Source: an optimization exercise on an open RTL-to-GDS flow (aim: a short achievable clock period and few clock cycles). Production flows keep margins and buffers that such runs may drop. Only simulation tests tie the RTL to the original design; equivalence was not proved. Power and IR drop assume default switching activity.

== main ==
## tracking_top
module tracking_top (
	input  logic          crystal_clk_div_by_two,
	input  logic          rst,
	input  logic          start_valid,
	input  logic [15:0]   start_count,
	input  logic [7:0]    start_min_size,
	input  logic          start_mode,
	output logic          start_ready,
	output logic          mem_rd_en,
	output logic [17:0]   mem_rd_addr,
	input  logic [31:0]   mem_rdata,
	output logic          result_valid,
	output logic [293:0]  result,
	input  logic          result_ready
);
For scale: about 3400 cells after synthesis, ~790 flip-flops, about 35000 um^2 of cells after synthesis.
clock: 8.0 ns
lec_check: 0
abc_clock_period_in_ps: 2500
cap_margin: 20
core_margin: 2
core_utilization: 40
setup_slack_margin: 5
slew_margin: 20
standard.sh (not shown) runs the stock make flow with config.mk's settings and CLKGATE_MAP_FILE= SYNTH_SCRIPT=/design/flow/synth_recipe.tcl, a recipe that flattens the netlist after the stock synthesis.
==> flow/flow/run.sh <==
#!/bin/bash
set -uo pipefail
MARGIN=${FLOW_SETUP_MARGIN:-5.5}
sed "s/SETUP_SLACK_MARGIN=[0-9.]*/SETUP_SLACK_MARGIN=${MARGIN}/" standard.sh > standard_tight.sh
bash standard_tight.sh > standard_tight.log 2>&1
rc=$?
mkdir -p orfs_logs
cp -r orfs/logs/. orfs_logs/ 2>/dev/null
exit $rc
Testbench counts of main, summed over its fixed seeds: cycles 20,368.
[inputs] the feature branch vs main
==> flow/run.sh (new file) <==
#!/bin/bash
# synth_recipe.tcl (not shown) runs the flow's synth.tcl, then flattens the netlist and writes it again
# the make line also repeats each setting of config.mk as NAME=value (left out here)
make -C /OpenROAD-flow-scripts/flow DESIGN_CONFIG=/design/flow/config.mk WORK_HOME=/design/flow/orfs CLKGATE_MAP_FILE= SYNTH_SCRIPT=/design/flow/synth_recipe.tcl finish
removed: flow/flow/run.sh
removed: flow/standard.sh
==> comparison <==
Looking at the reports, the feature branch completed the entire flow and the layout it produced met the timing, DRC and antenna checks.
main → the feature branch: average vias per placed instance increased by 0.52% relative to the old numbers; clock network area share increased by 0.74 points relative to the old numbers; combinational share of power decreased by 0.6 points relative to the old numbers.
sky130_fd_sc_hd__nor4_4 as the critical-path cell with the highest stage delay was reported by main, and sky130_fd_sc_hd__clkdlybuf4s50_1 by the feature branch.
~same overall routing resource usage in main and the feature branch
Global-route track usage on met1 for the feature branch is lower than for main.
Changes observed in the feature branch relative to main: count of TritonRoute iterations in the first routing pass increased by 2 relative to the old numbers; final setup slack of the worst path fell 0.32 ns; combinational group power lost 7.4%.


Another version of the RTL of tracking_top (not shown whole).
Size: roughly 3,100 cells after synthesis, roughly 730 flip-flops, about 380 I/O pins.
==> flow/config.mk <==
export PLATFORM = sky130hd
export DESIGN_NAME = tracking_top
export DESIGN_NICKNAME = tracking_top
export VERILOG_FILES = /design/flow/design.v
export SDC_FILE = /design/flow/constraint.sdc
export NUM_CORES = 4
export LEC_CHECK = 0
export ABC_CLOCK_PERIOD_IN_PS = 2500
export CAP_MARGIN = 20
export CORE_MARGIN = 2
export CORE_UTILIZATION = 40
export SETUP_SLACK_MARGIN = 5
export SLEW_MARGIN = 20
==> flow/constraint.sdc <==
create_clock -name core_clock -period 8.0 [get_ports {crystal_clk_div_by_two}]
set_input_delay 1.6000 -clock core_clock [delete_from_list [all_inputs] [get_ports {crystal_clk_div_by_two}]]
set_output_delay 1.6000 -clock core_clock [all_outputs]
set_load 0.01 [all_outputs]
==> flow/flow/run.sh <==
#!/bin/bash
set -uo pipefail
MARGIN=${FLOW_SETUP_MARGIN:-5.4}
sed "s/SETUP_SLACK_MARGIN=[0-9.]*/SETUP_SLACK_MARGIN=${MARGIN}/" standard.sh > standard_tight.sh
bash standard_tight.sh > standard_tight.log 2>&1
rc=$?
mkdir -p orfs_logs
cp -r orfs/logs/. orfs_logs/ 2>/dev/null
exit $rc
Testbench counts at the start, summed over its fixed seeds: cycles 23,597.
Edit:
==> flow/run.sh (new file) <==
#!/bin/bash
# synth_recipe.tcl (not shown) runs the flow's synth.tcl, then flattens the netlist and writes it again
# the make line also repeats each setting of config.mk as NAME=value (left out here)
make -C /OpenROAD-flow-scripts/flow DESIGN_CONFIG=/design/flow/config.mk WORK_HOME=/design/flow/orfs CLKGATE_MAP_FILE= SYNTH_SCRIPT=/design/flow/synth_recipe.tcl finish
removed: flow/flow/run.sh
removed: flow/standard.sh
Result:
- The changed run ran to the end with no violations
- first-iteration DRC count fell by 13%
- routed wire length shrinks by 9.1%
- final area came out lower by 7.4%
- power is lower by 1.1%
- final cell count went down by 3.2%
- critical path depth rose by 8
- setup slack got worse by 240 ps


The RTL this note starts from:
==> flow/design.v <==
package blob_mem_pkg;
	typedef logic [32-1:0] mem_word_t;
	typedef logic [18-1:0] mem_addr_t;
	typedef logic [7:0] color_code_t;     
	typedef logic [15:0] metric_t;        
	typedef logic [7:0] height_t;
	typedef logic [7:0] coord_t;
	typedef logic [15:0] centroid_sum_t;
	typedef struct packed {
		logic rd_en;
		mem_addr_t addr;
	} mem_rd_t;
	typedef struct packed {
		logic [32-9:0] spare;
		color_code_t code;
	} color_word_t;
	typedef struct packed {
		logic [32-25:0] spare;
		height_t height;
		metric_t size;
	} size_word_t;
	typedef struct packed {
		coord_t x;
		coord_t y;
		centroid_sum_t sum;
	} centroid_word_t;
endpackage
package tracking_pkg;
	typedef logic [16-1:0] blob_count_t;
	typedef logic [2:0] color_idx_t;     
	typedef logic [7:0] min_size_t;
	typedef enum logic {
		mode_biggest,     
		mode_highest      
	} metric_mode_t;
	typedef struct packed {
		blob_count_t blob_count;
		min_size_t min_size;
		metric_mode_t mode;
	} track_req_t;
	typedef struct packed {
		logic found;
		logic [7:0] x;
		logic [7:0] y;
		logic [15:0] sum;
		logic [15:0] metric;
	} slot_t;
	typedef logic [6*49-1:0] track_result_t;
	typedef enum logic [2:0] {
		st_idle,
		st_clear,
		st_read_color,
		st_read_metric,
		st_read_centroid,
		st_report
	} ctrl_state_t;
endpackage
`timescale 1ns/1ps
module tracking_top (
	input  logic          crystal_clk_div_by_two,
	input  logic          rst,
	input  logic          start_valid,
	input  logic [15:0]   start_count,
	input  logic [7:0]    start_min_size,
	input  logic          start_mode,
	output logic          start_ready,
	output logic          mem_rd_en,
	output logic [17:0]   mem_rd_addr,
	input  logic [31:0]   mem_rdata,
	output logic          result_valid,
	output logic [293:0]  result,
	input  logic          result_ready
);
	localparam int NC = 6;
	localparam int AW = 18;
	localparam logic [1:0] K_SIZE = 2'd0;
	localparam logic [1:0] K_COLOR = 2'd1;
	localparam logic [1:0] K_CENT = 2'd2;     
	localparam logic [1:0] K_SPEC = 2'd3;     
	logic srdy;                  
	logic busy;                  
	logic rv;                    
	logic mode;
	logic [15:0] rem;            
	logic more;                  
	logic [AW-1:0] na_s, na_c, na_x;     
	logic rd_en;
	logic [AW-1:0] rd_addr;
	logic [1:0] rd_kind;
	logic [NC-1:0] rd_col;       
	logic [AW-1:0] rd_caddr;     
	logic [AW-1:0] rd_xaddr;     
	logic [15:0] rd_m;           
	logic rd_max;                
	logic d_v;
	logic [1:0] d_kind;
	logic [NC-1:0] d_col;
	logic [AW-1:0] d_addr;
	logic [AW-1:0] d_caddr;
	logic [AW-1:0] d_xaddr;
	logic [15:0] d_m;
	logic d_max;
	logic r_v;
	logic [1:0] r_kind;
	logic [31:0] r_data;
	logic [AW-1:0] r_caddr;
	logic [AW-1:0] r_xaddr;
	logic [15:0] r_m;
	logic r_max;
	logic q_size;                
	logic q_need;                
	logic [15:0] q_sm;           
	logic q_smax;
	logic [AW-1:0] q_caddr;      
	logic [AW-1:0] q_sxaddr;     
	logic q_color;               
	logic [NC-1:0] q_col;        
	logic [15:0] q_cm;           
	logic q_cmax;
	logic [AW-1:0] q_cxaddr;     
	logic [NC-1:0] q_gtb;        
	logic q_gtq;                 
	logic [NC-1:0] pupd;         
	logic [15:0] best [NC];      
	logic [AW-1:0] best_xaddr [NC];
	logic [NC-1:0] sat;          
	logic all_sat;
	logic [NC-1:0] dirty;        
	logic [NC-1:0] found;
	logic [15:0] res_metric [NC];
	logic [31:0] res_cent [NC];
	assign start_ready = srdy;
	assign result_valid = rv;
	assign mem_rd_en = rd_en;
	assign mem_rd_addr = rd_addr;
	genvar gc;
	generate
		for (gc = 0; gc < NC; gc++) begin : g_res
			assign result[49*gc +: 49] = {found[gc], res_cent[gc], res_metric[gc]};
		end
	endgenerate
	logic [NC-1:0] upd;
	always_comb begin
		for (int c = 0; c < NC; c++) begin
			upd[c] = q_color && q_col[c] && (pupd[c] ? q_gtq : q_gtb[c]);
		end
	end
	logic spec_hit;              
	assign spec_hit = r_v && (r_kind == K_SPEC);
	logic need_color;
	assign need_color = q_size && q_need;
	logic go_size;
	assign go_size = more && !all_sat;
	logic go_spec;
	assign go_spec = rd_en && (rd_kind == K_COLOR);
	logic [NC-1:0] pend;
	logic [NC-1:0] cand;
	logic [NC-1:0] pick;
	always_comb begin
		pend = q_color ? q_col : '0;
		cand = (|(dirty & ~pend)) ? (dirty & ~pend) : dirty;
		pick = cand & (~cand + 1'b1);     
	end
	logic [AW-1:0] pick_addr;
	always_comb begin
		pick_addr = '0;
		for (int c = 0; c < NC; c++) begin
			pick_addr = pick_addr | (pick[c] ? best_xaddr[c] : '0);
		end
	end
	logic done;
	assign done = busy && !go_size && !rd_en && !(d_v && (d_kind == K_SIZE || d_kind == K_COLOR))
		&& !(r_v && (r_kind == K_SIZE || r_kind == K_COLOR)) && !need_color && !(q_color && !spec_hit) && (dirty == '0);
	logic [15:0] in_metric;
	logic [7:0] in_height;
	logic [15:0] in_size;
	logic in_hok;
	logic [NC-1:0] in_gtb;
	assign in_height = r_data[23:16];
	assign in_size = r_data[15:0];
	assign in_hok = (in_height <= 8'(120));
	assign in_metric = mode ? (in_hok ? {8'd0, in_height} : 16'd0) : in_size;
	always_comb begin
		for (int c = 0; c < NC; c++) begin
			in_gtb[c] = mode ? (in_hok && ({8'd0, in_height} > best[c])) : (in_size > best[c]);
		end
	end
	logic [NC-1:0] in_col;
	always_comb begin
		for (int c = 0; c < NC; c++) begin
			in_col[c] = (r_data[7:0] == 8'(c + 1));
		end
	end
	always_ff @(posedge crystal_clk_div_by_two) begin
		if (rst) begin
			srdy <= 1'b1;
			busy <= 1'b0;
			rv <= 1'b0;
			rd_en <= 1'b0;
			d_v <= 1'b0;
			r_v <= 1'b0;
			q_size <= 1'b0;
			q_color <= 1'b0;
			more <= 1'b0;
			dirty <= '0;
		end else begin
			d_v <= rd_en;
			r_v <= d_v;
			q_size <= r_v && r_kind == K_SIZE;
			q_color <= r_v && r_kind == K_COLOR;
			if (srdy) begin
				srdy <= !start_valid;
				busy <= start_valid;
				rd_en <= start_valid && (start_count != '0);
				rd_kind <= K_SIZE;
				more <= |start_count[15:1];
				all_sat <= start_mode && (start_min_size >= 8'(120));
				dirty <= '0;
			end else if (busy) begin
				rd_en <= 1'b0;
				if (need_color) begin
					rd_en <= 1'b1;
					rd_kind <= K_COLOR;
				end else if (go_size) begin
					rd_en <= 1'b1;
					rd_kind <= K_SIZE;
					more <= (rem != 16'd2);
				end else if (go_spec) begin
					rd_en <= 1'b1;
					rd_kind <= K_SPEC;
				end else if (dirty != '0) begin
					rd_en <= 1'b1;
					rd_kind <= K_CENT;
				end
				dirty <= (dirty & ~((!need_color && !go_size && !go_spec) ? pick : '0)
					& ~(spec_hit ? upd : '0)) | (spec_hit ? '0 : upd);
				all_sat <= &sat;
				if (done) begin
					busy <= 1'b0;
					rv <= 1'b1;
				end
			end else if (rv && result_ready) begin
				rv <= 1'b0;
				srdy <= 1'b1;
			end
		end
	end
	always_ff @(posedge crystal_clk_div_by_two) begin
		if (srdy) begin
			rd_addr <= AW'(200000 + 1);
			rd_caddr <= AW'(200000);
			rd_xaddr <= AW'(200000 + 2);
			na_s <= AW'(200000 + 4);
			na_c <= AW'(200000 + 3);
			na_x <= AW'(200000 + 5);
			rem <= start_count;
			mode <= start_mode;
		end else if (need_color) begin
			rd_addr <= q_caddr;
			rd_xaddr <= q_sxaddr;
			rd_m <= q_sm;
			rd_max <= q_smax;
		end else if (go_size) begin
			rd_addr <= na_s;
			rd_caddr <= na_c;
			rd_xaddr <= na_x;
			na_s <= na_s + AW'(3);
			na_c <= na_c + AW'(3);
			na_x <= na_x + AW'(3);
			rem <= rem - 1'b1;
		end else if (go_spec) begin
			rd_addr <= rd_xaddr;
		end else begin
			rd_addr <= pick_addr;
			rd_col <= pick;
		end
		d_kind <= rd_kind;
		d_col <= rd_col;
		d_addr <= rd_addr;
		d_caddr <= rd_caddr;
		d_xaddr <= rd_xaddr;
		d_m <= rd_m;
		d_max <= rd_max;
		r_kind <= d_kind;
		r_data <= mem_rdata;
		r_caddr <= d_caddr;
		r_xaddr <= d_xaddr;
		r_m <= d_m;
		r_max <= d_max;
		q_need <= |in_gtb;
		q_sm <= in_metric;
		q_smax <= mode ? (in_height == 8'(120)) : (in_size == 16'hffff);
		q_caddr <= r_caddr;
		q_sxaddr <= r_xaddr;
		q_col <= in_col;
		q_cm <= r_m;
		q_cmax <= r_max;
		q_cxaddr <= r_xaddr;
		for (int c = 0; c < NC; c++) begin
			q_gtb[c] <= r_m > best[c];
		end
		q_gtq <= r_m > q_cm;
		pupd <= upd;
	end
	always_ff @(posedge crystal_clk_div_by_two) begin
		for (int c = 0; c < NC; c++) begin
			if (srdy) begin
				best[c] <= {8'd0, start_min_size};
				sat[c] <= start_mode && (start_min_size >= 8'(120));
				found[c] <= 1'b0;
				res_metric[c] <= '0;
				res_cent[c] <= '0;
			end else begin
				if (upd[c]) begin
					best[c] <= q_cm;
					best_xaddr[c] <= q_cxaddr;
					sat[c] <= q_cmax;
					found[c] <= 1'b1;
					res_metric[c] <= q_cm;
				end
				if (upd[c] && spec_hit) begin
					res_cent[c] <= r_data;
				end else if (d_v && d_kind == K_CENT && d_col[c] && d_addr == best_xaddr[c]) begin
					res_cent[c] <= mem_rdata;
				end
			end
		end
	end
endmodule
==> flow/config.mk <==
export PLATFORM = sky130hd
export DESIGN_NAME = tracking_top
export DESIGN_NICKNAME = tracking_top
export VERILOG_FILES = /design/flow/design.v
export SDC_FILE = /design/flow/constraint.sdc
export NUM_CORES = 4
export LEC_CHECK = 0
export ABC_CLOCK_PERIOD_IN_PS = 2500
export CAP_MARGIN = 20
export CORE_MARGIN = 2
export CORE_UTILIZATION = 40
export CTS_CLUSTER_DIAMETER = 100
export CTS_CLUSTER_SIZE = 30
export SETUP_SLACK_MARGIN = 5
export SLEW_MARGIN = 20
==> flow/constraint.sdc <==
create_clock -name core_clock -period 8.0 [get_ports {crystal_clk_div_by_two}]
set_input_delay 1.6000 -clock core_clock [delete_from_list [all_inputs] [get_ports {crystal_clk_div_by_two}]]
set_output_delay 1.6000 -clock core_clock [all_outputs]
set_load 0.01 [all_outputs]
==> flow/flow/run.sh <==
#!/bin/bash
set -uo pipefail
MARGIN=${FLOW_SETUP_MARGIN:-5.5}
sed "s/SETUP_SLACK_MARGIN=[0-9.]*/SETUP_SLACK_MARGIN=${MARGIN}/" standard.sh > standard_tight.sh
bash standard_tight.sh > standard_tight.log 2>&1
rc=$?
mkdir -p orfs_logs
cp -r orfs/logs/. orfs_logs/ 2>/dev/null
exit $rc
Testbench counts at the start, summed over its fixed seeds: cycles 20,496.
Change:
CTS_CLUSTER_DIAMETER = not set   (was 100)
CTS_CLUSTER_SIZE = not set   (was 30)
After rerunning: Power rose by a quarter to a third. Synthesized area is unchanged. Cell area increases by a few percent. Count of clock-buffer cells in the layout climbs by 83. Routed wire length rose slightly. Critical path depth does not change. Synthesized cell count is unchanged. Cell count grows by a few percent. Maximum frequency falls slightly. Worst hold slack is about the same. Worst setup slack gets worse by 35 ps.

what the ideal ports hide:
The results above use ideal ports. As a check the final layouts listed here were re-extracted and re-timed, cells and wires unchanged.
Step 1 sets driving cells, clkbuf_16 on the clock port and buf_2 on the other inputs (assumed; they add their load-dependent delay and slew).
Step 2 moves the port delays by t, midway between the first and last clock arrival at a register: inputs arrive t later, outputs are due t later. That takes back most of the time a late clock gives input paths.
Three values: ideal, step 1, step 2; two values: the first two.
| run | t, ns | slack for setup (ns) | worst setup path at the end | latest minus earliest clock arrival (ns) | cell pins on the clock port's net |
|---|---|---|---|---|---|
| main | 0.702 | 5.146 / 5.171 / 4.481 | input to register | 0.028 / 0.029 | 1 |
| the feature branch | 0.695 | 4.823 / 4.867 / 4.172 | input to register | 0.028 / 0.029 | 1 |
| the first run of note 2 | 0.690 | 5.274 / 5.209 / 4.649 | input to register | 0.028 / 0.028 | 1 |
| the second run of note 2 | 0.690 | 5.034 / 4.972 / 4.386 | input to register | 0.035 / 0.035 | 1 |
| the first run of note 3 | 0.678 | 5.137 / 5.073 / 4.813 | input to register | 0.037 / 0.037 | 1 |
| the second run of note 3 | 0.726 | 5.102 / 5.038 / 4.809 | input to register | 0.028 / 0.028 | 1 |
After both steps setup and hold are still met in every run listed. For main, which loses most, drivers alone change the setup slack by +0.025 ns; drivers and shift together by -0.665 ns.
